What follows belongs to an exercise in optimizing a design on an open flow for small area and a short achievable clock period; a production flow would make more cautious choices. At most, simulation tests tie the RTL to the original design; equivalence was not proved. The RTL of runs 1 to 3 was laid out without a check of its function. No activity file was given, so power comes from the tool's default toggle rates.

$ cat design/flow/design.v
`timescale 1ns/100ps
`default_nettype none
package rx_q_cfg_pkg;
    localparam int FLOW_CNT = 4;
    localparam int FLOW_ID_W = 2;
    localparam int RING_DEPTH = 8;
    localparam int RING_IDX_W = 3;
    localparam int ENTRY_W = 32;
endpackage
`default_nettype wire
`timescale 1ns/100ps
`default_nettype none
module flow_ring (
     input  logic                           clk
    ,input  logic                           reset
    ,input  logic                           push
    ,input  logic [rx_q_cfg_pkg::ENTRY_W-1:0]   push_data
    ,output logic                           full
    ,input  logic                           pop
    ,output logic [rx_q_cfg_pkg::ENTRY_W-1:0]   head_data
    ,output logic                           empty
);
    localparam int RING_DEPTH = rx_q_cfg_pkg::RING_DEPTH;
    localparam int RING_IDX_W = rx_q_cfg_pkg::RING_IDX_W;
    localparam int ENTRY_W    = rx_q_cfg_pkg::ENTRY_W;
    logic [ENTRY_W-1:0]     entries [RING_DEPTH];
    logic [RING_DEPTH-1:0]  head_oh;
    logic [RING_DEPTH-1:0]  tail_oh;
    logic                   full_reg;
    logic                   empty_reg;
    logic [RING_DEPTH-1:0]  head_oh_nxt;
    logic [RING_DEPTH-1:0]  tail_oh_nxt;
    assign head_oh_nxt = {head_oh[RING_DEPTH-2:0], head_oh[RING_DEPTH-1]};
    assign tail_oh_nxt = {tail_oh[RING_DEPTH-2:0], tail_oh[RING_DEPTH-1]};
    assign full  = full_reg;
    assign empty = empty_reg;
    always_ff @(posedge clk) begin
        if (reset) begin
            head_oh   <= RING_DEPTH'(1);
            tail_oh   <= RING_DEPTH'(1);
            full_reg  <= 1'b0;
            empty_reg <= 1'b1;
        end
        else begin
            if (push) begin
                tail_oh <= tail_oh_nxt;
            end
            if (pop) begin
                head_oh <= head_oh_nxt;
            end
            if (push && !pop) begin
                empty_reg <= 1'b0;
                full_reg  <= |(tail_oh_nxt & head_oh);
            end
            else if (pop && !push) begin
                full_reg  <= 1'b0;
                empty_reg <= |(head_oh_nxt & tail_oh);
            end
        end
    end
    always_ff @(posedge clk) begin
        for (int e = 0; e < RING_DEPTH; e++) begin
            if (push && tail_oh[e]) begin
                entries[e] <= push_data;
            end
        end
    end
    always_comb begin
        head_data = '0;
        for (int e = 0; e < RING_DEPTH; e++) begin
            head_data = head_data
                      | (entries[e] & {ENTRY_W{!empty_reg && head_oh[e]}});
        end
    end
endmodule
`default_nettype wire
`timescale 1ns/100ps
`default_nettype none
module enqueue_steer (
     input  logic                                   enq_req_val
    ,input  logic [rx_q_cfg_pkg::FLOW_ID_W-1:0]         enq_req_flowid
    ,input  logic [rx_q_cfg_pkg::ENTRY_W-1:0]           enq_req_data
    ,output logic                                   enq_req_rdy
    ,input  logic [rx_q_cfg_pkg::FLOW_CNT-1:0]      full_vec
    ,output logic [rx_q_cfg_pkg::FLOW_CNT-1:0]      push_vec
    ,output logic [rx_q_cfg_pkg::ENTRY_W-1:0]           push_data
);
    localparam int FLOW_CNT   = rx_q_cfg_pkg::FLOW_CNT;
    localparam int FLOW_ID_W  = rx_q_cfg_pkg::FLOW_ID_W;
    assign push_data = enq_req_data;
    for (genvar i = 0; i < FLOW_CNT; i++) begin : g_ring
        assign push_vec[i] = enq_req_val && !full_vec[i]
                             && (enq_req_flowid == FLOW_ID_W'(i));
    end
    assign enq_req_rdy = ~full_vec[enq_req_flowid];
endmodule
`default_nettype wire
`timescale 1ns/100ps
`default_nettype none
module read_resp_stage (
     input  logic                                   clk
    ,input  logic                                   reset
    ,input  logic                                   rd_req_val
    ,input  logic [rx_q_cfg_pkg::FLOW_ID_W-1:0]         rd_req_flowid
    ,output logic                                   rd_req_rdy
    ,output logic                                   rd_resp_val
    ,output logic                                   rd_resp_is_empty
    ,output logic [rx_q_cfg_pkg::ENTRY_W-1:0]           rd_resp_entry
    ,input  logic                                   rd_resp_rdy
    ,input  logic [rx_q_cfg_pkg::FLOW_CNT-1:0]      empty_vec
    ,input  logic [rx_q_cfg_pkg::FLOW_CNT*rx_q_cfg_pkg::ENTRY_W-1:0] head_data_vec
    ,output logic [rx_q_cfg_pkg::FLOW_CNT-1:0]      pop_vec
);
    localparam int FLOW_CNT   = rx_q_cfg_pkg::FLOW_CNT;
    localparam int FLOW_ID_W  = rx_q_cfg_pkg::FLOW_ID_W;
    localparam int ENTRY_W    = rx_q_cfg_pkg::ENTRY_W;
    logic                   req_xfer;
    logic                   sel_empty;
    logic [ENTRY_W-1:0]     sel_data;
    logic                   resp_val_reg;
    logic                   resp_is_empty_reg;
    logic [ENTRY_W-1:0]     resp_entry_reg;
    for (genvar i = 0; i < FLOW_CNT; i++) begin : g_ring
        assign pop_vec[i] = req_xfer && (rd_req_flowid == FLOW_ID_W'(i))
                            && !empty_vec[i];
    end
    assign rd_req_rdy = ~resp_val_reg | rd_resp_rdy;
    assign req_xfer   = rd_req_val & rd_req_rdy;
    assign sel_empty = empty_vec[rd_req_flowid];
    always_comb begin
        sel_data = '0;
        for (int i = 0; i < FLOW_CNT; i++) begin
            sel_data = sel_data
                     | (head_data_vec[i*ENTRY_W +: ENTRY_W]
                        & {ENTRY_W{rd_req_flowid == FLOW_ID_W'(i)}});
        end
    end
    always_ff @(posedge clk) begin
        if (reset) begin
            resp_val_reg <= 1'b0;
        end
        else if (req_xfer) begin
            resp_val_reg <= 1'b1;
        end
        else if (rd_resp_rdy) begin
            resp_val_reg <= 1'b0;
        end
    end
    always_ff @(posedge clk) begin
        if (req_xfer) begin
            resp_is_empty_reg <= sel_empty;
            resp_entry_reg    <= sel_data;
        end
    end
    assign rd_resp_val      = resp_val_reg;
    assign rd_resp_is_empty = resp_is_empty_reg;
    assign rd_resp_entry    = resp_entry_reg;
endmodule
`default_nettype wire
`timescale 1ns/100ps
`default_nettype none
module rx_payload_q (
     input  logic                           clk
    ,input  logic                           reset
    ,input  logic                           enq_req_val
    ,input  logic [rx_q_cfg_pkg::FLOW_ID_W-1:0] enq_req_flowid
    ,input  logic [rx_q_cfg_pkg::ENTRY_W-1:0]   enq_req_data
    ,output logic                           enq_req_rdy
    ,input  logic                           rd_req_val
    ,input  logic [rx_q_cfg_pkg::FLOW_ID_W-1:0] rd_req_flowid
    ,output logic                           rd_req_rdy
    ,output logic                           rd_resp_val
    ,output logic                           rd_resp_is_empty
    ,output logic [rx_q_cfg_pkg::ENTRY_W-1:0]   rd_resp_entry
    ,input  logic                           rd_resp_rdy
);
    localparam int FLOW_CNT   = rx_q_cfg_pkg::FLOW_CNT;
    localparam int ENTRY_W    = rx_q_cfg_pkg::ENTRY_W;
    logic [FLOW_CNT-1:0]            push_vec;
    logic [ENTRY_W-1:0]             push_data;
    logic [FLOW_CNT-1:0]            full_vec;
    logic [FLOW_CNT-1:0]            pop_vec;
    logic [FLOW_CNT-1:0]            empty_vec;
    logic [FLOW_CNT*ENTRY_W-1:0]    head_data_vec;
    enqueue_steer u_enqueue_steer (
         .enq_req_val       (enq_req_val        )
        ,.enq_req_flowid    (enq_req_flowid     )
        ,.enq_req_data      (enq_req_data       )
        ,.enq_req_rdy       (enq_req_rdy        )
        ,.full_vec          (full_vec           )
        ,.push_vec          (push_vec           )
        ,.push_data         (push_data          )
    );
    for (genvar i = 0; i < FLOW_CNT; i++) begin : g_flow
        flow_ring u_flow_ring (
             .clk           (clk                )
            ,.reset         (reset              )
            ,.push          (push_vec[i]        )
            ,.push_data     (push_data          )
            ,.full          (full_vec[i]        )
            ,.pop           (pop_vec[i]         )
            ,.head_data     (head_data_vec[i*ENTRY_W +: ENTRY_W])
            ,.empty         (empty_vec[i]       )
        );
    end
    read_resp_stage u_read_resp_stage (
         .clk               (clk                )
        ,.reset             (reset              )
        ,.rd_req_val        (rd_req_val         )
        ,.rd_req_flowid     (rd_req_flowid      )
        ,.rd_req_rdy        (rd_req_rdy         )
        ,.rd_resp_val       (rd_resp_val        )
        ,.rd_resp_is_empty  (rd_resp_is_empty   )
        ,.rd_resp_entry     (rd_resp_entry      )
        ,.rd_resp_rdy       (rd_resp_rdy        )
        ,.empty_vec         (empty_vec          )
        ,.head_data_vec     (head_data_vec      )
        ,.pop_vec           (pop_vec            )
    );
endmodule
`default_nettype wire
$ cat design/flow/flow/run.sh
#!/bin/bash
# Standard layout, with port buffers of a plain buffer cell instead of the
# delay-buffer cell buffer_ports picks on its own. Make's output goes to
# flow_make.log in the work folder; ORFS's per-step logs stay under orfs/logs.
set -euo pipefail
export BUFFER_PORTS_ARGS="-buffer_cell sky130_fd_sc_hd__buf_2"
bash standard.sh finish > flow_make.log 2>&1
$ cat design/flow/standard.sh
#!/bin/bash
# synth_recipe.tcl (not shown) runs the flow's synth.tcl, then flattens the netlist and writes it again
# the make line also repeats each setting of config.mk as NAME=value (left out here)
make -C /OpenROAD-flow-scripts/flow DESIGN_CONFIG=/design/flow/config.mk WORK_HOME=/design/flow/orfs CLKGATE_MAP_FILE= SYNTH_SCRIPT=/design/flow/synth_recipe.tcl "${@:-finish}"
$ cat design/flow/config.mk
export PLATFORM = sky130hd
export DESIGN_NAME = rx_payload_q
export DESIGN_NICKNAME = rx_payload_q
export VERILOG_FILES = /design/flow/design.v
export SDC_FILE = /design/flow/constraint.sdc
export NUM_CORES = 4
export LEC_CHECK = 0
export CAP_MARGIN = 20
export CORE_MARGIN = 2
export CORE_UTILIZATION = 60
export CTS_BUF_LIST = sky130_fd_sc_hd__clkbuf_16
export CTS_CLUSTER_DIAMETER = 100
export CTS_CLUSTER_SIZE = 30
export SETUP_SLACK_MARGIN = 2.5
export SLEW_MARGIN = 20
$ cat design/flow/constraint.sdc
create_clock -name core_clock -period 5.0 [get_ports {clk}]
set_input_delay 1.0000 -clock core_clock [delete_from_list [all_inputs] [get_ports {clk}]]
set_output_delay 1.0000 -clock core_clock [all_outputs]
set_load 0.01 [all_outputs]
==> results.sh, run 1 <==
export IMPL_drt_iter0_drc=2515
export IMPL_grt_max_degree=40
export IMPL_setup_ws_ps=2440
export IMPL_gp_congestion=0.874
export IMPL_syn2layout_area_growth_pct=6.43
export IMPL_clock_skew_final_ps=30.3
export IMPL_hold_path_class="flop to flop"
export IMPL_cp_slowest_cell="buf_2"
export IMPL_drive_gt1_share_pct=9.76
export IMPL_die_h_um=264
export IMPL_clock_path_buffers=3
export IMPL_finalMaxSlewViolations=0
export IMPL_fillers=4630
export IMPL_tns_ps=0
export IMPL_synth_top_area_share_pct=78.0
export IMPL_ctsRootBufferMaster="clkbuf_16"
export IMPL_core_area_mm2=0.0672
export IMPL_peakVddDrop_mv=0.375
export IMPL_worst_slew_pin_transition_ps=1040
export IMPL_path_clk_slew_ps=100
export IMPL_slew_headroom_pct=30.8
export IMPL_antenna_found_initial=2
export IMPL_drc=0
export IMPL_maxCapViolations=0
export IMPL_synth_edf_count=1057
export IMPL_cts_tree="yes"
export IMPL_setup_violations=0
export IMPL_ys_warn_count=3
export IMPL_vias_per_cell=6.72
export IMPL_fp_dieArea_mm2=0.0699
export IMPL_status="no timing/DRC/antenna violations"
export IMPL_cts_max_level=2
export IMPL_gr_usage_all_layers_pct=26.3
export IMPL_antenna_left=0
export IMPL_p_per_area_mw_per_mm2=349
export IMPL_path_cells="buf_8 > nor2b_4 > o21ai_1 > o21ai_1 > buf_2"
export IMPL_clk_latency_ps=630
export IMPL_cp_max_fo=6
export IMPL_die_w_um=264
export IMPL_vias=21500
export IMPL_p_leak_nw=13.1
export IMPL_largest_register_ffs=1024
export IMPL_finalCritPeriodShare_pct=51.3
export IMPL_synth_cell_type_count=38
export IMPL_cp_end_kind="primary output"
export IMPL_syn_inst=2296
export IMPL_synth_seq_cells=1130
export IMPL_worst_setup_path_type="input pin to primary output"
export IMPL_place_ws_ps=1660
export IMPL_layout_min_cycle_time_ps=2560
export IMPL_io_buffers=76
export IMPL_hold_violations=0
export IMPL_start_util_pct=60.6
export IMPL_synth_seq_area_share_pct=81.6
export IMPL_hold_worst_slack_ps=505
export IMPL_crit_arrival_ps=1560
export IMPL_ys_flop_type="edfxtp_1"
export IMPL_start_kind="input pin"
export IMPL_dp_hpwl_mm=54.9
export IMPL_yosysMostFrequentCell="edfxtp_1"
export IMPL_required_ps=4000
export IMPL_crit_top_cell="o21ai_1"
export IMPL_dr_pass1_iters=6
export IMPL_wl_per_cell_um=29.3
export IMPL_grt_overflow=0
export IMPL_clock_sinks=1130
export IMPL_synth_area_mm2=0.0407
export IMPL_synth_top_cells_by_area="edfxtp_1, a22oi_1, dfxtp_1"
export IMPL_top_register="g_flow.u_flow_ring.entries"
export IMPL_synth_avg_cell_area_um2=17.7
export IMPL_cpLargestDelayFamily="buffers and inverters"
export IMPL_cts_buffers_inserted=43
export IMPL_grt_pass1_wl_mm=135
export IMPL_routed_wl_mm=93.7
export IMPL_final_net_count=2353
export IMPL_clock_fmax_ghz=0.390
export IMPL_rows=95
export IMPL_max_stage_delay_ps=140
export IMPL_yosys_area_top_type="edfxtp_1"
export IMPL_ios=77
export IMPL_synthArstFlopShare_pct=0
export IMPL_hold_buffers=0
export IMPL_power_w=0.0151
export IMPL_synth_top_cells_by_count="edfxtp_1, a22oi_1, clkbuf_1, nand4_1, nand2_1"
export IMPL_rsz0062_at_grt="yes"
export IMPL_crit_buf_inv=2
export IMPL_synth_nets=2341
export IMPL_first_global_vias=20500
==> routing by layer <==
metal / global-route usage (%) / vias up / part of all wire [%]
met5: 0 / - / 0
met4: 5.34 / 0 / 1.8
met3: 3.67 / 91 / 7.2
met2: 42.5 / 850 / 49
met1: 39.1 / 11100 / 42
li1: - / 9456 / -
==> power by group <==
group,switching (W),internal (W)
registers,0.0000262,0.0104
clock network,0.00265,0.00165
logic,0.000315,0.0000852
==> layout by cell type (no fill, tap or decap), types with 3 or more instances in the layout <==
cell type / Yosys / final
o21ai_0: 5 / 3
nand3_2: 2 / 6
mux2i_1: 28 / 28
inv_1: 31 / 18
nand2_2: 0 / 7
clkinvlp_4: 0 / 38
a21oi_1: 33 / 33
and3_1: 4 / 4
a211o_1: 8 / 8
and2_2: 0 / 3
clkbuf_16: 0 / 45
a22oi_1: 604 / 604
buf_4: 2 / 35
nor2_1: 31 / 30
nand2_1: 91 / 84
ha_1: 4 / 4
nand4_1: 132 / 132
dfxtp_1: 73 / 72
buf_2: 6 / 75
edfxtp_1: 1057 / 1057
==> worst reg2reg max path, stage by stage (launching register included) <==
cell,delay [ps]
dfxtp_1,380
nor2_2,70
nand3_2,160
clkinv_1,280
nand2_1,220
clkinvlp_4,670
==> worst paths after layout <==
| kind | slack [ps] | cells past startpoint | end | startpoint |
|---|---|---|---|---|
| worst max-delay path | 2440 | 5 | enq_req_rdy | enq_req_flowid[0] |
| worst min-delay path | 510 | 2 | g_flow[3].u_flow_ring.tail_oh[2]$_SDFFE_PP0P_ | g_flow[3].u_flow_ring.tail_oh[2]$_SDFFE_PP0P_ |
| worst max register to register | 2680 | 5 | g_flow[2].u_flow_ring.entries[2][2]$_DFFE_PP_ | g_flow[2].u_flow_ring.full_reg$_SDFFE_PP0P_ |
| worst min register to register | 510 | 2 | g_flow[3].u_flow_ring.tail_oh[2]$_SDFFE_PP0P_ | g_flow[3].u_flow_ring.tail_oh[2]$_SDFFE_PP0P_ |
==> stage by stage <==
step	cell area [um^2]	instances	utilization [%]
after floorplan	40800	2296	-
after global placement	42000	3126	62.5
after detailed placement	42000	3126	62.5
after CTS	43200	3191	64.3
after global routing	43300	3199	64.5
final	43300	3199	64.5
==> cells by family after synthesis <==
family | Yosys count | synth area share (%)
AND/OR/NAND/NOR | 282 | 3.68
adder cells (fa/ha/maj) | 4 | 0.123
flip-flops | 1130 | 81.6
multiplexers | 29 | 0.744
buffers and inverters | 191 | 1.82
AO/OA/AOI/OAI | 660 | 12.0
==> repair_timing <==
item | 4_1_cts | 5_1_grt
setup buffers | 0 | 0
endpoints found under the setup margin | 76 | 485
cloned | 3 | 7
gates resized for setup | 10 | 17
pin swaps | 0 | 1
==> layout make-up <==
cell class,instances,area (um^2),area share [%]
timing repair inverter,10,75.1,0.173
clock inverter,17,70.1,0.162
antenna,1,2.50,0.00578
inverter,35,246,0.569
tap,873,1090,2.52
sequential,1130,33200,76.7
timing repair buffer,113,676,1.56
multi-input combinational,975,6810,15.7
clock buffer,45,1130,2.60
==> run 2: changes to the inputs <==
--- a/design/flow/config.mk
+++ b/design/flow/config.mk
@@ -11,5 +11,5 @@
 export CTS_BUF_LIST = sky130_fd_sc_hd__clkbuf_16
 export CTS_CLUSTER_DIAMETER = 100
 export CTS_CLUSTER_SIZE = 30
-export SETUP_SLACK_MARGIN = 2.5
+export SETUP_SLACK_MARGIN = 2.8
 export SLEW_MARGIN = 20
==> results.sh, run 2 <==
export IMPL_status="no timing/DRC/antenna violations"
export IMPL_crit_arrival_ps=1560
export IMPL_ctsRootBufferMaster="clkbuf_16"
export IMPL_synth_seq_area_share_pct=81.6
export IMPL_rows=95
export IMPL_clk_latency_ps=630
export IMPL_use_met2_pct=45.5
export IMPL_dr_pass1_iters=7
export IMPL_hold_buffers=0
export IMPL_max_stage_delay_ps=140
export IMPL_crit_top_cell="o21ai_1"
export IMPL_peakVddDrop_mv=0.449
export IMPL_antenna_left=0
export IMPL_start_kind="input pin"
export IMPL_path_clk_slew_ps=100
export IMPL_ys_flop_type="edfxtp_1"
export IMPL_first_global_vias=20800
export IMPL_setup_violations=0
export IMPL_worst_setup_path_type="input pin to primary output"
export IMPL_io_buffers=76
export IMPL_register_area_mm2=0.0332
export IMPL_p_per_area_mw_per_mm2=343
export IMPL_clock_sinks=1130
export IMPL_die_w_um=264
export IMPL_gr_usage_met1_pct=41.1
export IMPL_vias=22000
export IMPL_antenna_found_initial=1
export IMPL_ys_warn_count=3
export IMPL_p_leak_nw=13.6
export IMPL_p_int_w=0.0121
export IMPL_drc=0
export IMPL_setup_ws_ps=2440
export IMPL_synth_nets=2341
export IMPL_synth_top_cells_by_area="edfxtp_1, a22oi_1, dfxtp_1"
export IMPL_place_ws_ps=1660
export IMPL_hold_violations=0
export IMPL_multi_input_area_mm2=0.00700
export IMPL_clockPowerShare_pct=28.4
export IMPL_tns_ps=0
export IMPL_finalMaxSlewViolations=0
export IMPL_largest_register_ffs=1024
export IMPL_layout_min_cycle_time_ps=2560
export IMPL_slew_headroom_pct=45.6
export IMPL_rsz0062_at_grt="yes"
export IMPL_synth_top_cells_by_count="edfxtp_1, a22oi_1, clkbuf_1, nand4_1, nand2_1"
export IMPL_synth_edf_count=1057
export IMPL_synth_top_area_share_pct=78.0
export IMPL_cp_end_kind="primary output"
export IMPL_drive_gt1_share_pct=12.5
export IMPL_fillers=4539
export IMPL_post_route_util_pct=65.9
export IMPL_grt_max_degree=39
export IMPL_layout_commonest_cell="edfxtp_1"
export IMPL_core_area_mm2=0.0672
export IMPL_fp_dieArea_mm2=0.0699
export IMPL_synth_cell_type_count=38
export IMPL_synthArstFlopShare_pct=0
export IMPL_finalCritPeriodShare_pct=51.1
export IMPL_cts_max_level=2
export IMPL_clock_path_buffers=3
export IMPL_cts_buffers_inserted=43
export IMPL_vias_per_cell=6.78
export IMPL_combPwrFrac_pct=2.9
export IMPL_p_sw_w=0.00301
export IMPL_cp_max_fo=5
export IMPL_synth_area_mm2=0.0407
export IMPL_die_h_um=264
export IMPL_path_cells="buf_8 > nor2b_4 > o21ai_1 > o21ai_1 > buf_2"
export IMPL_gr_usage_all_layers_pct=27.9
export IMPL_wl_per_cell_um=30.6
export IMPL_routed_wl_mm=99.5
export IMPL_syn2layout_area_growth_pct=8.77
export IMPL_grt_overflow=0
export IMPL_rrSetupSlack_ps=2950
export IMPL_start_util_pct=60.6
export IMPL_yosys_area_top_type="edfxtp_1"
export IMPL_synth_avg_cell_area_um2=17.7
export IMPL_synth_seq_cells=1130
export IMPL_top_register="g_flow.u_flow_ring.entries"
export IMPL_cp_slowest_cell="buf_2"
export IMPL_grt_pass1_wl_mm=142
export IMPL_dp_hpwl_mm=56.3
export IMPL_syn_inst=2296
export IMPL_final_net_count=2404
export IMPL_worst_slew_pin_transition_ps=816
export IMPL_gp_congestion=0.882
export IMPL_busiest_layer="met2"
export IMPL_ios=77
export IMPL_yosysMostFrequentCell="edfxtp_1"
export IMPL_required_ps=4000
export IMPL_maxCapViolations=0
export IMPL_clock_skew_final_ps=18.6
export IMPL_hold_path_class="flop to flop"
export IMPL_swShare_pct=19.9
export IMPL_globalRouteMet3Util_pct=3.29
export IMPL_final_cell_mix="edfxtp_1, a22oi_1, nand4_1"
export IMPL_seqPwrFrac_pct=68.8
export IMPL_drt_iter0_drc=2975
export IMPL_cts_tree="yes"
export IMPL_clock_fmax_ghz=0.391
==> run 2: cell counts after synthesis <==
No cell type changed its count.
==> run 2: power groups by stage <==
stage / clock network (W) / logic (W) / registers (W)
after floorplan: 0 / 0.000144 / 0.0106
after global placement: 0 / 0.000399 / 0.0106
after detailed placement: 0 / 0.000410 / 0.0106
after CTS: 0.00436 / 0.000424 / 0.0104
after global routing: 0.00467 / 0.000462 / 0.0104
final: 0.00430 / 0.000433 / 0.0104
==> run 2: cell type report <==
| type | count | area share (%) |
|---|---|---|
| sequential | 1130 | 75.0 |
| multi-input combinational | 977 | 15.8 |
| timing repair buffer | 146 | 2.89 |
| clock buffer | 45 | 2.55 |
| tap | 873 | 2.47 |
| inverter | 35 | 0.608 |
| timing repair inverter | 26 | 0.441 |
| clock inverter | 17 | 0.161 |
| antenna | 1 | 0.00566 |
==> run 2: path summary, 6_finish.rpt <==
kind,cells past startpoint,startpoint,endpoint
hold reg to reg,2,g_flow[1].u_flow_ring.full_reg$_SDFFE_PP0P_,g_flow[1].u_flow_ring.full_reg$_SDFFE_PP0P_
setup / recovery,5,enq_req_flowid[0],enq_req_rdy
setup reg to reg,5,g_flow[3].u_flow_ring.head_oh[2]$_SDFFE_PP0P_,u_read_resp_stage.resp_entry_reg[25]$_DFFE_PP_
hold / removal,2,g_flow[1].u_flow_ring.full_reg$_SDFFE_PP0P_,g_flow[1].u_flow_ring.full_reg$_SDFFE_PP0P_
==> run 2: metal layers <==
| metal | up-vias | routed length (um) |
|---|---|---|
| li1 | 9560 | - |
| met1 | 11400 | 40600 |
| met2 | 928 | 49400 |
| met3 | 101 | 7290 |
| met4 | 0 | 2120 |
| met5 | - | 0 |
==> run 2: logic make-up after synthesis <==
kind of cell,Yosys count,synth area share (%)
DFF,1130,81.6
AOI/OAI and AO/OA,660,12.0
and+or+nand+nor,282,3.68
buffers and inverters,191,1.82
muxes,29,0.744
adders and majority gates,4,0.123
==> run 2: stage by stage <==
| step | hold slack, ps | total power, W | std cells | instance area, um^2 |
|---|---|---|---|---|
| floorplan | 453 | 0.0108 | 2296 | 41000 |
| global placement | 485 | 0.0110 | 3126 | 42200 |
| detailed placement | 480 | 0.0110 | 3126 | 42200 |
| CTS | 501 | 0.0152 | 3229 | 43900 |
| global route | 524 | 0.0156 | 3250 | 44200 |
| finish | 505 | 0.0152 | 3250 | 44200 |
==> run 2: what timing repair did <==
| action | 4_1_cts | 5_1_grt |
|---|---|---|
| buffers inserted | 20 | 13 |
| endpoints found under the setup margin | 631 | 648 |
| cloned | 21 | 7 |
| pin swaps | 1 | 1 |
| resized for setup | 36 | 22 |
==> run 2: worst max-delay path, delay by kind of cell <==
kind,cells,cell delay (ps)
AND/OR/NAND/NOR,1,120
buffers and inverters,2,250
AO/OA/AOI/OAI,2,190
==> run 3: changes to the inputs <==
--- a/design/flow/config.mk
+++ b/design/flow/config.mk
@@ -7,9 +7,9 @@
 export LEC_CHECK = 0
 export CAP_MARGIN = 20
 export CORE_MARGIN = 2
-export CORE_UTILIZATION = 60
+export CORE_UTILIZATION = 75
 export CTS_BUF_LIST = sky130_fd_sc_hd__clkbuf_16
 export CTS_CLUSTER_DIAMETER = 100
 export CTS_CLUSTER_SIZE = 30
-export SETUP_SLACK_MARGIN = 2.8
+export SETUP_SLACK_MARGIN = 2.5
 export SLEW_MARGIN = 20
==> results.sh, run 3 <==
export IMPL_core_area_mm2=0.0537
export IMPL_cts_tree="yes"
export IMPL_syn2layout_area_growth_pct=6.19
export IMPL_power_w=0.0150
export IMPL_synth_top_area_share_pct=78.0
export IMPL_design_area_mm2=0.0432
export IMPL_path_clk_slew_ps=110
export IMPL_io_buffers=76
export IMPL_slew_headroom_pct=37.0
export IMPL_dr_pass1_iters=6
export IMPL_clock_fmax_ghz=0.390
export IMPL_vias_per_cell=7.33
export IMPL_tns_ps=0
export IMPL_worstHoldStart="g_flow[2].u_flow_ring.full_reg$_SDFFE_PP0P_"
export IMPL_placed_area_mm2=0.0417
export IMPL_layout_commonest_cell="edfxtp_1"
export IMPL_reg2reg_from="g_flow[3].u_flow_ring.full_reg$_SDFFE_PP0P_"
export IMPL_swShare_pct=19.4
export IMPL_crit_arrival_ps=1570
export IMPL_maxCapViolations=0
export IMPL_p_per_area_mw_per_mm2=348
export IMPL_finalMaxSlewViolations=0
export IMPL_antenna_left=0
export IMPL_grt_pass1_wl_mm=133
export IMPL_top_register="g_flow.u_flow_ring.entries"
export IMPL_vias=22200
export IMPL_peakVddDrop_mv=0.360
export IMPL_status="no timing/DRC/antenna violations"
export IMPL_clock_skew_final_ps=17.5
export IMPL_ys_warn_count=3
export IMPL_worst_slew_pin_transition_ps=946
export IMPL_gr_usage_all_layers_pct=32.3
export IMPL_synthArstFlopShare_pct=0
export IMPL_fp_dieArea_mm2=0.0561
export IMPL_worst_setup_path_type="input pin to primary output"
export IMPL_finalCritPeriodShare_pct=51.3
export IMPL_rrSetupSlack_ps=2650
export IMPL_combPwrFrac_pct=2.7
export IMPL_clock_path_buffers=3
export IMPL_synth_edf_count=1057
export IMPL_drc=0
export IMPL_p_int_w=0.0121
export IMPL_hold_violations=0
export IMPL_antenna_found_initial=0
export IMPL_ys_flop_type="edfxtp_1"
export IMPL_seqPwrFrac_pct=69.3
export IMPL_post_route_util_pct=80.4
export IMPL_dp_hpwl_mm=53.0
export IMPL_r2r_end="g_flow[3].u_flow_ring.entries[3][10]$_DFFE_PP_"
export IMPL_start_kind="input pin"
export IMPL_drive_gt1_share_pct=10.1
export IMPL_first_global_vias=21200
export IMPL_required_ps=4000
export IMPL_yosysMostFrequentCell="edfxtp_1"
export IMPL_holdPathEnd="g_flow[2].u_flow_ring.full_reg$_SDFFE_PP0P_"
export IMPL_die_h_um=237
export IMPL_cp_end_kind="primary output"
export IMPL_synth_seq_area_share_pct=81.6
export IMPL_synth_area_mm2=0.0407
export IMPL_hold_worst_slack_ps=490
export IMPL_synth_top_cells_by_count="edfxtp_1, a22oi_1, clkbuf_1, nand4_1, nand2_1"
export IMPL_synth_cell_type_count=38
export IMPL_ios=77
export IMPL_hold_buffers=0
export IMPL_clockPowerShare_pct=28.1
export IMPL_synth_nets=2341
export IMPL_wl_per_cell_um=30.3
export IMPL_ctsRootBufferMaster="clkbuf_16"
export IMPL_synth_seq_cells=1130
export IMPL_hold_path_class="flop to flop"
export IMPL_fillers=2711
export IMPL_cts_max_level=2
export IMPL_cts_buffers_inserted=43
export IMPL_final_net_count=2365
export IMPL_cp_max_fo=5
export IMPL_setup_violations=0
export IMPL_hold_path_cell_count=2
export IMPL_drt_iter0_drc=3606
export IMPL_synth_top_cells_by_area="edfxtp_1, a22oi_1, dfxtp_1"
export IMPL_syn_inst=2296
export IMPL_grt_max_degree=50
export IMPL_clock_sinks=1130
export IMPL_synth_avg_cell_area_um2=17.7
export IMPL_final_cell_mix="edfxtp_1, a22oi_1, nand4_1"
export IMPL_gp_congestion=0.916
export IMPL_routed_wl_mm=91.8
export IMPL_antennaDiodeCount=0
export IMPL_p_leak_nw=13.1
export IMPL_rsz0062_at_grt="yes"
export IMPL_p_sw_w=0.00292
export IMPL_reg2reg_depth=6
export IMPL_crit_start="enq_req_flowid[0]"
export IMPL_rows=85
export IMPL_start_util_pct=75.7
export IMPL_grt_overflow=0
export IMPL_die_w_um=237
export IMPL_yosys_area_top_type="edfxtp_1"
export IMPL_clk_latency_ps=620
export IMPL_layout_min_cycle_time_ps=2570
export IMPL_largest_register_ffs=1024
-- run 3: cell counts after synthesis --
Identical to the previous run, type by type.
-- run 3: worst max-delay path by stage --
stage	slack [ps]	end	cells after the start
after floorplan	2500	g_flow[0].u_flow_ring.entries[0][0]$_DFFE_PP_	6
after global placement	1520	g_flow[2].u_flow_ring.empty_reg$_SDFFE_PP1P_	6
after detailed placement	1500	g_flow[2].u_flow_ring.empty_reg$_SDFFE_PP1P_	6
after CTS	2450	enq_req_rdy	5
after global routing	2400	enq_req_rdy	5
final	2430	enq_req_rdy	5
-- run 3: final cells by class --
type | instances | area, um^2 | area share, %
clock buffer | 45 | 1130 | 2.61
clock inverter | 15 | 63.8 | 0.148
inverter | 35 | 246 | 0.571
multi-input combinational | 975 | 6810 | 15.8
sequential | 1130 | 33200 | 76.9
tap | 696 | 871 | 2.02
timing repair buffer | 119 | 758 | 1.76
timing repair inverter | 16 | 120 | 0.278
-- run 3: kinds of logic (layout without fill, tap and decap cells) --
logic type | Yosys count | count (layout) | synth area share [%]
fa+ha+maj | 4 | 4 | 0.123
buf+inv | 191 | 230 | 1.82
compound gates | 660 | 660 | 12.0
mux | 29 | 29 | 0.744
simple gates | 282 | 282 | 3.68
flops | 1130 | 1130 | 81.6
-- run 3: metrics by stage --
stage | cells | worst slack, ps
after floorplan | 2296 | 2500
after global routing | 3031 | 2400
after CTS | 3013 | 2450
after detailed placement | 2949 | 1500
final | 3031 | 2430
after global placement | 2949 | 1520
-- run 3: metal layers --
metal	vias up	wire length, um	GRT usage, %
met2	1450	45500	52.5
met1	11100	33800	47.8
met5	-	0	0
met3	177	9980	5.15
li1	9486	-	-
met4	0	2460	6.96
-- run 3: critical path, cell delays in order --
cell and delay [ps]:
buf_8 100, nor2b_4 120, o21ai_1 120, o21ai_1 80, buf_2 140
-- run 3: what timing repair did --
item,4_1_cts,5_1_grt
pin swaps,1,0
gates resized for setup,13,19
setup endpoints to repair,43,505
buffers inserted,3,2
gates cloned,1,15
-- run 3: power by group through the flow --
| stage | sequential [W] | combinational, W | clock (W) |
|---|---|---|---|
| 2_1_floorplan | 0.0106 | 0.000134 | 0 |
| 3_3_place_gp | 0.0106 | 0.000369 | 0 |
| 3_5_place_dp | 0.0106 | 0.000384 | 0 |
| 4_1_cts | 0.0104 | 0.000389 | 0.00423 |
| 5_1_grt | 0.0104 | 0.000428 | 0.00452 |
| 6_report | 0.0104 | 0.000405 | 0.00422 |
==> run 4: changes to the inputs <==
--- a/design/flow/design.v
+++ b/design/flow/design.v
@@ -60,7 +60,7 @@
     end
     always_ff @(posedge clk) begin
         for (int e = 0; e < RING_DEPTH; e++) begin
-            if (push && tail_oh[e]) begin
+            if (!full_reg && tail_oh[e]) begin
                 entries[e] <= push_data;
             end
         end
@@ -147,7 +147,7 @@
         end
     end
     always_ff @(posedge clk) begin
-        if (req_xfer) begin
+        if (rd_req_rdy) begin
             resp_is_empty_reg <= sel_empty;
             resp_entry_reg    <= sel_data;
         end
--- a/design/flow/config.mk
+++ b/design/flow/config.mk
@@ -7,7 +7,7 @@
 export LEC_CHECK = 0
 export CAP_MARGIN = 20
 export CORE_MARGIN = 2
-export CORE_UTILIZATION = 75
+export CORE_UTILIZATION = 60
 export CTS_BUF_LIST = sky130_fd_sc_hd__clkbuf_16
 export CTS_CLUSTER_DIAMETER = 100
 export CTS_CLUSTER_SIZE = 30
==> results.sh, run 4 <==
export IMPL_grt_overflow=0
export IMPL_io_buffers=76
export IMPL_antenna_found_initial=1
export IMPL_cts_buffers_inserted=43
export IMPL_synth_area_mm2=0.0408
export IMPL_hold_path_class="flop to flop"
export IMPL_globalRouteMet3Util_pct=3.29
export IMPL_clock_path_buffers=3
export IMPL_clock_fmax_ghz=0.394
export IMPL_synth_nets=2333
export IMPL_hold_violations=0
export IMPL_synth_edf_count=1057
export IMPL_layout_commonest_cell="edfxtp_1"
export IMPL_p_per_area_mw_per_mm2=352
export IMPL_path_clk_slew_ps=110
export IMPL_finalCritPeriodShare_pct=50.7
export IMPL_ctsRootBufferMaster="clkbuf_16"
export IMPL_cpLargestDelayFamily="buffers and inverters"
export IMPL_reg2reg_from="u_read_resp_stage.resp_val_reg$_SDFFE_PP0P_"
export IMPL_clock_sinks=1130
export IMPL_gp_congestion=0.786
export IMPL_crit_start="enq_req_flowid[0]"
export IMPL_grt_pass1_wl_mm=140
export IMPL_crit_cells=5
export IMPL_cp_max_fo=6
export IMPL_first_global_vias=21400
export IMPL_rrSetupSlack_ps=2750
export IMPL_synth_seq_area_share_pct=81.5
export IMPL_synth_cell_type_count=32
export IMPL_tns_ps=0
export IMPL_combPwrFrac_pct=3.7
export IMPL_drt_iter0_drc=2285
export IMPL_dr_pass1_iters=5
export IMPL_rsz0062_at_grt="yes"
export IMPL_yosys_area_top_type="edfxtp_1"
export IMPL_wl_per_cell_um=29.6
export IMPL_ios=77
export IMPL_status="no timing/DRC/antenna violations"
export IMPL_clockPowerShare_pct=27.7
export IMPL_final_net_count=2374
export IMPL_synth_seq_cells=1130
export IMPL_max_stage_delay_ps=140
export IMPL_antennaDiodeCount=0
export IMPL_yosysMostFrequentCell="edfxtp_1"
export IMPL_drive_gt1_share_pct=10.9
export IMPL_die_h_um=265
export IMPL_hold_buffers=0
export IMPL_p_sw_w=0.00310
export IMPL_multi_input_area_mm2=0.00725
export IMPL_cts_max_level=2
export IMPL_post_route_util_pct=65.1
export IMPL_fillers=4599
export IMPL_slew_headroom_pct=34.1
export IMPL_dp_hpwl_mm=52.9
export IMPL_gr_usage_met1_pct=39.5
export IMPL_core_area_mm2=0.0672
export IMPL_cp_slowest_cell="buf_2"
export IMPL_synth_top_area_share_pct=77.9
export IMPL_finalMaxSlewViolations=0
export IMPL_seqPwrFrac_pct=68.6
export IMPL_worst_slew_pin_transition_ps=988
export IMPL_start_util_pct=60.7
export IMPL_busiest_layer="met2"
export IMPL_top_register="g_flow.u_flow_ring.entries"
export IMPL_worstSetupEndpoint="enq_req_rdy"
export IMPL_r2r_end="g_flow[1].u_flow_ring.full_reg$_SDFFE_PP0P_"
export IMPL_ys_flop_type="edfxtp_1"
export IMPL_antenna_left=0
export IMPL_reg2reg_depth=7
export IMPL_die_w_um=265
export IMPL_required_ps=4000
export IMPL_syn_inst=2288
export IMPL_peakVddDrop_mv=0.289
export IMPL_vias_per_cell=6.69
export IMPL_worst_setup_path_type="input pin to primary output"
export IMPL_p_leak_nw=13.7
export IMPL_maxCapViolations=0
export IMPL_p_int_w=0.0123
export IMPL_cts_tree="yes"
export IMPL_rows=95
export IMPL_vias=21600
export IMPL_layout_min_cycle_time_ps=2540
export IMPL_ys_warn_count=3
export IMPL_grt_max_degree=74
export IMPL_clock_skew_final_ps=25.5
export IMPL_crit_arrival_ps=1540
export IMPL_use_met2_pct=45.3
export IMPL_drc=0
export IMPL_fp_dieArea_mm2=0.0700
export IMPL_largest_register_ffs=1024
export IMPL_path_cells="buf_8 > nor2b_4 > o21ai_2 > o21ai_1 > buf_2"
export IMPL_setup_violations=0
export IMPL_synth_top_cells_by_count="edfxtp_1, a22oi_1, clkbuf_1, nand4_1, dfxtp_1"
export IMPL_synthArstFlopShare_pct=0
export IMPL_synth_avg_cell_area_um2=17.8
export IMPL_swShare_pct=20.1
export IMPL_synth_top_cells_by_area="edfxtp_1, a22oi_1, dfxtp_1"
export IMPL_clk_latency_ps=640
export IMPL_gr_usage_all_layers_pct=27.3
export IMPL_cp_end_kind="primary output"
export IMPL_routed_wl_mm=95.1
export IMPL_syn2layout_area_growth_pct=7.32
export IMPL_register_area_mm2=0.0332
export IMPL_start_kind="input pin"
export IMPL_final_cell_mix="edfxtp_1, a22oi_1, nand4_1"
export IMPL_crit_buf_inv=2
## run 4: worst reg2reg max path, cell delays in order, from the launching register on
cell	delay, ps
dfxtp_2	410
nand2b_4	100
buf_4	110
buf_4	220
nand3_1	480
ha_1	530
nand3b_1	170
a21oi_1	130
## run 4: cell type report
cell class / instances / share of cell area [%]
sequential: 1130 / 75.9
multi-input combinational: 995 / 16.6
clock buffer: 45 / 2.57
tap: 873 / 2.50
timing repair buffer: 150 / 2.16
clock inverter: 17 / 0.160
inverter: 9 / 0.0772
## run 4: kinds of logic after synthesis
| logic type | Yosys count | synth area share, % |
|---|---|---|
| mux | 43 | 1.09 |
| fa+ha+maj | 4 | 0.123 |
| simple gates | 302 | 4.00 |
| compound gates | 644 | 11.8 |
| flops | 1130 | 81.5 |
| buf+inv | 165 | 1.56 |
## run 4: how the worst min path moves through the flow
stage,start,end,slack (ps),depth (start not counted)
detailed placement,g_flow[3].u_flow_ring.tail_oh[2]$_SDFFE_PP0P_,g_flow[3].u_flow_ring.tail_oh[2]$_SDFFE_PP0P_,500,2
floorplan,g_flow[2].u_flow_ring.tail_oh[3]$_SDFFE_PP0P_,g_flow[2].u_flow_ring.tail_oh[4]$_SDFFE_PP0P_,470,2
global route,g_flow[3].u_flow_ring.tail_oh[1]$_SDFFE_PP0P_,g_flow[3].u_flow_ring.tail_oh[1]$_SDFFE_PP0P_,560,2
CTS,g_flow[3].u_flow_ring.tail_oh[2]$_SDFFE_PP0P_,g_flow[3].u_flow_ring.tail_oh[2]$_SDFFE_PP0P_,520,2
global placement,g_flow[3].u_flow_ring.tail_oh[2]$_SDFFE_PP0P_,g_flow[3].u_flow_ring.tail_oh[3]$_SDFFE_PP0P_,490,2
finish,g_flow[3].u_flow_ring.tail_oh[2]$_SDFFE_PP0P_,g_flow[3].u_flow_ring.tail_oh[2]$_SDFFE_PP0P_,520,2
## run 4: power by group through the flow
stage | clock network [W] | registers (W) | logic, W
final | 0.00427 | 0.0106 | 0.000567
after global routing | 0.00465 | 0.0106 | 0.000613
after CTS | 0.00435 | 0.0106 | 0.000562
after detailed placement | 0 | 0.0108 | 0.000547
after global placement | 0 | 0.0108 | 0.000529
after floorplan | 0 | 0.0108 | 0.000224
## run 4: stage by stage
| step | setup WS (ps) | hold slack (ps) | std cells | power, W | cell area [um^2] |
|---|---|---|---|---|---|
| 2_1_floorplan | 2520 | 465 | 2288 | 0.0110 | 40800 |
| 3_3_place_gp | 1580 | 495 | 3147 | 0.0113 | 42400 |
| 3_5_place_dp | 1560 | 496 | 3147 | 0.0113 | 42400 |
| 4_1_cts | 2360 | 519 | 3217 | 0.0155 | 43700 |
| 5_1_grt | 2440 | 560 | 3219 | 0.0159 | 43700 |
| 6_report | 2460 | 523 | 3219 | 0.0154 | 43700 |
## run 4: metal layers
layer  wire, um  vias up
li1           -     9498
met1      40300    11200
met2      46900      747
met3       6030      123
met4       1850        2
met5         12        -
## run 4: timing repair
action                     CTS  global route
resized for setup           13            10
buffers inserted             6             2
setup endpoints to repair    8             2
pin swaps                    0             1
cloned                       2             0
==> run 5: changes to the inputs <==
--- a/design/flow/config.mk
+++ b/design/flow/config.mk
@@ -11,5 +11,5 @@
 export CTS_BUF_LIST = sky130_fd_sc_hd__clkbuf_16
 export CTS_CLUSTER_DIAMETER = 100
 export CTS_CLUSTER_SIZE = 30
-export SETUP_SLACK_MARGIN = 2.5
+export SETUP_SLACK_MARGIN = 2.8
 export SLEW_MARGIN = 20
==> results.sh, run 5 <==
export IMPL_maxCapViolations=0
export IMPL_reg2reg_from="g_flow[2].u_flow_ring.head_oh[7]$_SDFFE_PP0P_"
export IMPL_reg2reg_depth=5
export IMPL_layout_commonest_cell="edfxtp_1"
export IMPL_synth_top_cells_by_count="edfxtp_1, a22oi_1, clkbuf_1, nand4_1, dfxtp_1"
export IMPL_register_area_mm2=0.0332
export IMPL_synth_cell_type_count=32
export IMPL_tns_ps=0
export IMPL_synth_avg_cell_area_um2=17.8
export IMPL_p_leak_nw=13.8
export IMPL_required_ps=4000
export IMPL_dr_pass1_iters=6
export IMPL_rsz0062_at_grt="yes"
export IMPL_die_w_um=265
export IMPL_finalNonFillerCells=3224
export IMPL_syn_inst=2288
export IMPL_cts_buffers_inserted=43
export IMPL_hold_path_class="flop to flop"
export IMPL_fp_dieArea_mm2=0.0700
export IMPL_status="no timing/DRC/antenna violations"
export IMPL_start_util_pct=60.7
export IMPL_final_cell_mix="edfxtp_1, a22oi_1, nand4_1"
export IMPL_synth_seq_area_share_pct=81.5
export IMPL_cts_tree="yes"
export IMPL_post_route_util_pct=65.4
export IMPL_synth_nets=2333
export IMPL_finalCritPeriodShare_pct=50.4
export IMPL_multi_input_area_mm2=0.00728
export IMPL_die_h_um=265
export IMPL_busiest_layer="met2"
export IMPL_largest_register_ffs=1024
export IMPL_layout_min_cycle_time_ps=2520
export IMPL_path_cells="buf_8 > nor2b_4 > o21ai_2 > o21ai_1 > buf_2"
export IMPL_clock_path_buffers=3
export IMPL_grt_overflow=0
export IMPL_finalMaxSlewViolations=0
export IMPL_p_per_area_mw_per_mm2=353
export IMPL_max_stage_delay_ps=140
export IMPL_top_register="g_flow.u_flow_ring.entries"
export IMPL_antenna_found_initial=1
export IMPL_fillers=4552
export IMPL_vias=22100
export IMPL_ctsRootBufferMaster="clkbuf_16"
export IMPL_synth_top_cells_by_area="edfxtp_1, a22oi_1, dfxtp_1"
export IMPL_clock_fmax_ghz=0.397
export IMPL_drive_gt1_share_pct=11.2
export IMPL_worstHoldStart="g_flow[2].u_flow_ring.tail_oh[5]$_SDFFE_PP0P_"
export IMPL_drt_iter0_drc=2754
export IMPL_gp_congestion=0.809
export IMPL_setup_violations=0
export IMPL_hold_buffers=0
export IMPL_rrSetupSlack_ps=2900
export IMPL_holdPathEnd="g_flow[2].u_flow_ring.tail_oh[6]$_SDFFE_PP0P_"
export IMPL_worst_setup_path_type="input pin to primary output"
export IMPL_vias_per_cell=6.85
export IMPL_core_area_mm2=0.0672
export IMPL_gr_usage_all_layers_pct=28.5
export IMPL_routed_wl_mm=99.9
export IMPL_start_kind="input pin"
export IMPL_r2r_end="u_read_resp_stage.resp_entry_reg[9]$_DFFE_PN_"
export IMPL_grt_max_degree=39
export IMPL_first_global_vias=21400
export IMPL_use_met2_pct=47.2
export IMPL_wl_per_cell_um=31.0
export IMPL_synthArstFlopShare_pct=0
export IMPL_dp_hpwl_mm=57.0
export IMPL_cp_max_fo=6
export IMPL_antenna_left=0
export IMPL_yosysMostFrequentCell="edfxtp_1"
export IMPL_path_clk_slew_ps=120
export IMPL_peakVddDrop_mv=0.360
export IMPL_syn2layout_area_growth_pct=7.73
export IMPL_hold_violations=0
export IMPL_gr_usage_met1_pct=40.7
export IMPL_clock_skew_final_ps=33.5
export IMPL_hold_path_cell_count=2
export IMPL_final_net_count=2378
export IMPL_grt_pass1_wl_mm=145
export IMPL_slew_headroom_pct=35.4
export IMPL_drc=0
export IMPL_rows=95
export IMPL_crit_arrival_ps=1520
export IMPL_ios=77
export IMPL_globalRouteMet3Util_pct=4.37
export IMPL_io_buffers=76
export IMPL_worst_slew_pin_transition_ps=968
export IMPL_clk_latency_ps=630
export IMPL_synth_edf_count=1057
export IMPL_ys_flop_type="edfxtp_1"
export IMPL_cp_slowest_cell="buf_2"
export IMPL_clock_sinks=1130
export IMPL_cts_max_level=2
export IMPL_yosys_area_top_type="edfxtp_1"
export IMPL_ys_warn_count=3
export IMPL_synth_area_mm2=0.0408
export IMPL_synth_top_area_share_pct=77.9
export IMPL_cp_end_kind="primary output"
export IMPL_dp_cells=3153
export IMPL_synth_seq_cells=1130
-- run 5: cell counts after synthesis --
No cell type changed its count.
-- run 5: how the worst max path moves through the flow --
stage	start	endpoint	slack, ps
finish	enq_req_flowid[0]	enq_req_rdy	2480
global route	enq_req_flowid[0]	enq_req_rdy	2440
CTS	enq_req_flowid[0]	enq_req_rdy	2440
global placement	rd_req_flowid[0]	g_flow[1].u_flow_ring.empty_reg$_SDFFE_PP1P_	1620
floorplan	g_flow[1].u_flow_ring.full_reg$_SDFFE_PP0P_	g_flow[1].u_flow_ring.entries[0][0]$_DFFE_PP_	2630
detailed placement	rd_req_flowid[0]	g_flow[1].u_flow_ring.full_reg$_SDFFE_PP0P_	1620
-- run 5: stage by stage --
stage	cell area [um^2]	total power, W	setup WS (ps)	hold WS, ps
after floorplan	40900	0.0110	2630	465
after global placement	42500	0.0114	1620	492
after detailed placement	42500	0.0114	1620	498
after CTS	43900	0.0156	2440	513
after global routing	43900	0.0159	2440	533
final	43900	0.0155	2480	515
-- run 5: what timing repair did --
item,CTS,global route
buffers inserted,7,1
pin swaps,1,2
endpoints found under the setup margin,46,49
gates resized for setup,23,12
-- run 5: cell type report --
type	instances	area share (%)
diodes	1	0.00570
clock buffers	45	2.56
clock inverters	17	0.217
inverters	9	0.0769
multi-input cells	993	16.6
flip-flops and latches	1130	75.7
well taps	873	2.49
repair buffers	156	2.42
-- run 5: worst max-delay path: cells and delay by family --
family,cells,cell delay [ps]
buffers and inverters,2,240
AOI/OAI and AO/OA,2,150
and+or+nand+nor,1,120
-- run 5: cells by family after synthesis --
family	share of synthesized area, %
simple gates	4.00
mux	1.09
fa+ha+maj	0.123
compound gates	11.8
buf+inv	1.56
flops	81.5
-- run 5: where the power goes --
group / switching [W] / internal [W] / leakage, nW
Sequential: 0.0000703 / 0.0105 / 10.4
Combinational: 0.000437 / 0.000157 / 2.73
Clock: 0.00263 / 0.00170 / 0.653
-- run 5: metal layers --
layer | vias up | routed length [um]
li1 | 9514 | -
met3 | 129 | 7920
met2 | 972 | 48900
met1 | 11500 | 40900
met4 | 2 | 2200
met5 | - | 12
==> run 6: changes to the inputs <==
--- a/design/flow/flow/run.sh
+++ b/design/flow/flow/run.sh
@@ -4,4 +4,6 @@
 # flow_make.log in the work folder; ORFS's per-step logs stay under orfs/logs.
 set -euo pipefail
 export BUFFER_PORTS_ARGS="-buffer_cell sky130_fd_sc_hd__buf_2"
+export IO_CONSTRAINTS="$(pwd)/flow/io.tcl"
+export PRE_IO_PLACEMENT_TCL="$(pwd)/flow/io.tcl"
 bash standard.sh finish > flow_make.log 2>&1
==> design/flow/flow/io.tcl (new file) <==
# Keep the control ports, whose port-to-port paths (enq_req_flowid to
# enq_req_rdy, rd_resp_rdy to rd_req_rdy) set the clock period, side by side
# on the die's edge instead of wherever the pin placer scatters them.
set_io_pin_constraint -group -order -pin_names {
  enq_req_val enq_req_flowid[1] enq_req_flowid[0] enq_req_rdy
  rd_req_rdy rd_resp_rdy rd_resp_val rd_req_val rd_req_flowid[1] rd_req_flowid[0]
}
==> results.sh, run 6 <==
export IMPL_synth_top_cells_by_area="edfxtp_1, a22oi_1, dfxtp_1"
export IMPL_synth_compound_area_share_pct=11.8
export IMPL_synth_area_mm2=0.0408
export IMPL_ys_warn_count=3
export IMPL_synth_top_cells_by_count="edfxtp_1, a22oi_1, clkbuf_1, nand4_1, dfxtp_1"
export IMPL_syn_inst=2288
export IMPL_yosys_area_top_type="edfxtp_1"
export IMPL_synth_simple_area_share_pct=4.00
export IMPL_synth_seq_cells=1130
export IMPL_synth_cell_type_count=32
export IMPL_stop_error="[ERROR PPL-0104] Pins  enq_req_flowid[0] enq_req_flowid[1] enq_req_rdy enq_req_val rd_req_flowid[0] rd_req_flowid[1] rd_req_rdy rd_req_val rd_resp_rdy rd_resp_val are ..."
export IMPL_synth_top_family_by_area="compound AO/OA/AOI/OAI gates"
export IMPL_status="stopped before the end"
export IMPL_synth_nets=2333
export IMPL_ys_flop_type="edfxtp_1"
export IMPL_synth_top_area_share_pct=77.9
export IMPL_synth_edf_count=1057
export IMPL_start_util_pct=60.7
export IMPL_yosys_mux_area_fraction_pct=1.09
export IMPL_failed_stage="3_2_place_iop"
export IMPL_synth_xor_area_share_pct=0
export IMPL_synthArstFlopShare_pct=0
export IMPL_synth_fa_ha_area_share_pct=0.123
export IMPL_die_h_um=265
export IMPL_yosysMostFrequentCell="edfxtp_1"
export IMPL_synth_avg_cell_area_um2=17.8
export IMPL_rows=95
export IMPL_die_w_um=265
export IMPL_synth_seq_area_share_pct=81.5
[run 6: cell families after synthesis]
group / after synthesis
compound gates: 644
mux: 43
flops: 1130
simple gates: 302
fa+ha+maj: 4
buf+inv: 165
==> run 7: changes to the inputs <==
--- a/design/flow/flow/run.sh
+++ b/design/flow/flow/run.sh
@@ -5,5 +5,4 @@
 set -euo pipefail
 export BUFFER_PORTS_ARGS="-buffer_cell sky130_fd_sc_hd__buf_2"
 export IO_CONSTRAINTS="$(pwd)/flow/io.tcl"
-export PRE_IO_PLACEMENT_TCL="$(pwd)/flow/io.tcl"
 bash standard.sh finish > flow_make.log 2>&1
==> results.sh, run 7 <==
export IMPL_status="no timing/DRC/antenna violations"
export IMPL_clockPowerShare_pct=27.7
export IMPL_fp_dieArea_mm2=0.0700
export IMPL_yosys_area_top_type="edfxtp_1"
export IMPL_syn2layout_area_growth_pct=7.70
export IMPL_crit_buf_inv=2
export IMPL_synth_seq_area_share_pct=81.5
export IMPL_hold_path_class="flop to flop"
export IMPL_tns_ps=0
export IMPL_synth_nets=2333
export IMPL_syn_inst=2288
export IMPL_rrSetupSlack_ps=2850
export IMPL_cts_buffers_inserted=43
export IMPL_peakVddDrop_mv=0.400
export IMPL_use_met2_pct=45.6
export IMPL_clock_fmax_ghz=0.398
export IMPL_reg2reg_from="g_flow[3].u_flow_ring.head_oh[5]$_SDFFE_PP0P_"
export IMPL_cp_end_kind="primary output"
export IMPL_ios=77
export IMPL_start_kind="input pin"
export IMPL_worstHoldStart="g_flow[2].u_flow_ring.tail_oh[5]$_SDFFE_PP0P_"
export IMPL_core_area_mm2=0.0672
export IMPL_synth_seq_cells=1130
export IMPL_final_cell_mix="edfxtp_1, a22oi_1, nand4_1"
export IMPL_synthArstFlopShare_pct=0
export IMPL_slew_headroom_pct=39.7
export IMPL_cts_max_level=2
export IMPL_required_ps=4000
export IMPL_vias=21700
export IMPL_maxCapViolations=0
export IMPL_synth_edf_count=1057
export IMPL_vias_per_cell=6.73
export IMPL_p_leak_nw=13.7
export IMPL_gr_usage_met1_pct=40.3
export IMPL_clock_path_buffers=3
export IMPL_swShare_pct=20.2
export IMPL_antenna_left=0
export IMPL_first_global_vias=21200
export IMPL_final_net_count=2380
export IMPL_top_register="g_flow.u_flow_ring.entries"
export IMPL_wl_per_cell_um=30.0
export IMPL_gr_usage_all_layers_pct=27.7
export IMPL_crit_start="enq_req_flowid[0]"
export IMPL_drc=0
export IMPL_synth_top_cells_by_area="edfxtp_1, a22oi_1, dfxtp_1"
export IMPL_busiest_layer="met2"
export IMPL_synth_top_cells_by_count="edfxtp_1, a22oi_1, clkbuf_1, nand4_1, dfxtp_1"
export IMPL_io_buffers=76
export IMPL_layout_min_cycle_time_ps=2510
export IMPL_grt_overflow=0
export IMPL_clock_skew_final_ps=20.5
export IMPL_worst_slew_pin_transition_ps=903
export IMPL_cts_tree="yes"
export IMPL_p_per_area_mw_per_mm2=352
export IMPL_ctsRootBufferMaster="clkbuf_16"
export IMPL_rows=95
export IMPL_p_int_w=0.0123
export IMPL_path_cells="buf_8 > nor2b_4 > o21ai_2 > o21ai_1 > buf_2"
export IMPL_synth_area_mm2=0.0408
export IMPL_clk_latency_ps=630
export IMPL_cp_slowest_cell="buf_2"
export IMPL_r2r_end="u_read_resp_stage.resp_entry_reg[21]$_DFFE_PN_"
export IMPL_die_w_um=265
export IMPL_crit_cells=5
export IMPL_cpLargestDelayFamily="buffers and inverters"
export IMPL_gp_congestion=0.821
export IMPL_start_util_pct=60.7
export IMPL_die_h_um=265
export IMPL_synth_top_area_share_pct=77.9
export IMPL_finalNonFillerCells=3226
export IMPL_layout_commonest_cell="edfxtp_1"
export IMPL_antenna_found_initial=0
export IMPL_ys_flop_type="edfxtp_1"
export IMPL_reg2reg_depth=5
export IMPL_synth_cell_type_count=32
export IMPL_drt_iter0_drc=2569
export IMPL_finalCritPeriodShare_pct=50.3
export IMPL_ys_warn_count=3
export IMPL_rsz0062_at_grt="yes"
export IMPL_dp_hpwl_mm=54.5
export IMPL_hold_worst_slack_ps=521
export IMPL_yosysMostFrequentCell="edfxtp_1"
export IMPL_combPwrFrac_pct=3.8
export IMPL_finalMaxSlewViolations=0
export IMPL_cp_max_fo=5
export IMPL_drive_gt1_share_pct=11.2
export IMPL_max_stage_delay_ps=140
export IMPL_dp_cells=3152
export IMPL_largest_register_ffs=1024
export IMPL_grt_max_degree=63
export IMPL_worst_setup_path_type="input pin to primary output"
export IMPL_globalRouteMet3Util_pct=3.34
export IMPL_worstSetupEndpoint="enq_req_rdy"
export IMPL_p_sw_w=0.00312
export IMPL_synth_avg_cell_area_um2=17.8
export IMPL_grt_pass1_wl_mm=141
export IMPL_clock_sinks=1130
export IMPL_setup_violations=0
export IMPL_dr_pass1_iters=6
export IMPL_crit_arrival_ps=1510
export IMPL_path_clk_slew_ps=100
export IMPL_seqPwrFrac_pct=68.5
export IMPL_fillers=4620
export IMPL_hold_violations=0
export IMPL_routed_wl_mm=96.9
==> run 7: area by class of cell <==
cell class | count | area, um^2 | share of cell area (%)
flip-flops and latches | 1130 | 33200 | 75.7
repair buffers | 156 | 1050 | 2.39
clock inverters | 17 | 68.8 | 0.157
inverters | 9 | 33.8 | 0.0770
well taps | 873 | 1090 | 2.49
clock buffers | 45 | 1130 | 2.57
diodes | 1 | 2.50 | 0.00570
multi-input cells | 995 | 7310 | 16.6
==> run 7: worst min-delay path by stage <==
| stage | endpoint | slack, ps | depth (start not counted) |
|---|---|---|---|
| 2_1_floorplan | g_flow[2].u_flow_ring.tail_oh[4]$_SDFFE_PP0P_ | 470 | 2 |
| 3_3_place_gp | g_flow[1].u_flow_ring.head_oh[7]$_SDFFE_PP0P_ | 480 | 2 |
| 3_5_place_dp | g_flow[2].u_flow_ring.tail_oh[7]$_SDFFE_PP0P_ | 510 | 2 |
| 4_1_cts | g_flow[3].u_flow_ring.tail_oh[4]$_SDFFE_PP0P_ | 530 | 2 |
| 5_1_grt | g_flow[2].u_flow_ring.tail_oh[3]$_SDFFE_PP0P_ | 550 | 2 |
| 6_report | g_flow[2].u_flow_ring.tail_oh[6]$_SDFFE_PP0P_ | 520 | 2 |
==> run 7: metrics by stage <==
stage	setup WS (ps)	util (%)	instance area, um^2	total power [W]
final	2490	65.4	43900	0.0154
after global routing	2450	65.4	43900	0.0159
after CTS	2460	65.3	43900	0.0155
after detailed placement	1770	63.3	42500	0.0114
after global placement	1790	63.3	42500	0.0113
after floorplan	2630	-	40900	0.0110
==> run 7: cells by family after synthesis <==
| group | after synthesis | synth area share [%] |
|---|---|---|
| AOI/OAI and AO/OA | 644 | 11.8 |
| adders and majority gates | 4 | 0.123 |
| buffers and inverters | 165 | 1.56 |
| DFF | 1130 | 81.5 |
| muxes | 43 | 1.09 |
| and+or+nand+nor | 302 | 4.00 |
==> run 7: metal layers <==
| metal | wire length [um] | vias up |
|---|---|---|
| met5 | 0 | - |
| met4 | 2050 | 0 |
| met3 | 6520 | 109 |
| met2 | 47100 | 790 |
| met1 | 41200 | 11300 |
| li1 | - | 9524 |
==> run 7: worst register-to-register path: cells and delay by family, from the launching register on <==
kind                   cells  cell delay (ps)
DFF                        1              610
buffers and inverters      1              390
and+or+nand+nor            2              310
AOI/OAI and AO/OA          2              610
==> run 7: power by group through the flow <==
stage | clock network (W) | logic (W) | registers (W)
CTS | 0.00435 | 0.000576 | 0.0106
global route | 0.00466 | 0.000630 | 0.0106
detailed placement | 0 | 0.000556 | 0.0108
finish | 0.00428 | 0.000583 | 0.0106
floorplan | 0 | 0.000229 | 0.0108
global placement | 0 | 0.000538 | 0.0108
==> run 7: timing repair <==
item	CTS	global route
hold buffers	0	0
pin swaps	1	1
resized for setup	28	11
buffers inserted	8	1
cloned	2	0
endpoints found under the setup margin	42	37

## static timing again, ports no longer ideal
The results above use ideal ports. As a check the final layouts listed here were re-extracted and re-timed, cells and wires unchanged. Step 1 assumes that a clkbuf_16 drives the clock port and a buf_2 every other input. Step 2 adds t to the input delays and takes it off the output delays; t is the mean of the earliest and latest rising clock arrival at the registers after step 1. Input paths then give back, and output paths get back, about the clock's delay inside the block. Slacks: ideal ports / drivers / drivers and shift; pairs: ideal ports / drivers.
run | shift t [ns] | setup slack, ns | slew at the worst register clock pin (ns)
run 1 | 0.683 | 2.436 / 2.385 / 1.885 | 0.12 / 0.12
run 2 | 0.685 | 2.443 / 2.403 / 2.238 | 0.12 / 0.12
run 3 | 0.678 | 2.435 / 2.388 / 1.894 | 0.11 / 0.11
run 4 | 0.684 | 2.464 / 2.411 / 1.911 | 0.11 / 0.11
run 5 | 0.680 | 2.480 / 2.442 / 2.223 | 0.12 / 0.12
run 7 | 0.688 | 2.486 / 2.445 / 2.190 | 0.12 / 0.12
After both steps setup and hold are still met in every run listed. The setup slack of run 4, which loses most, moves by -0.053 ns with the drivers and by -0.553 ns with both steps.
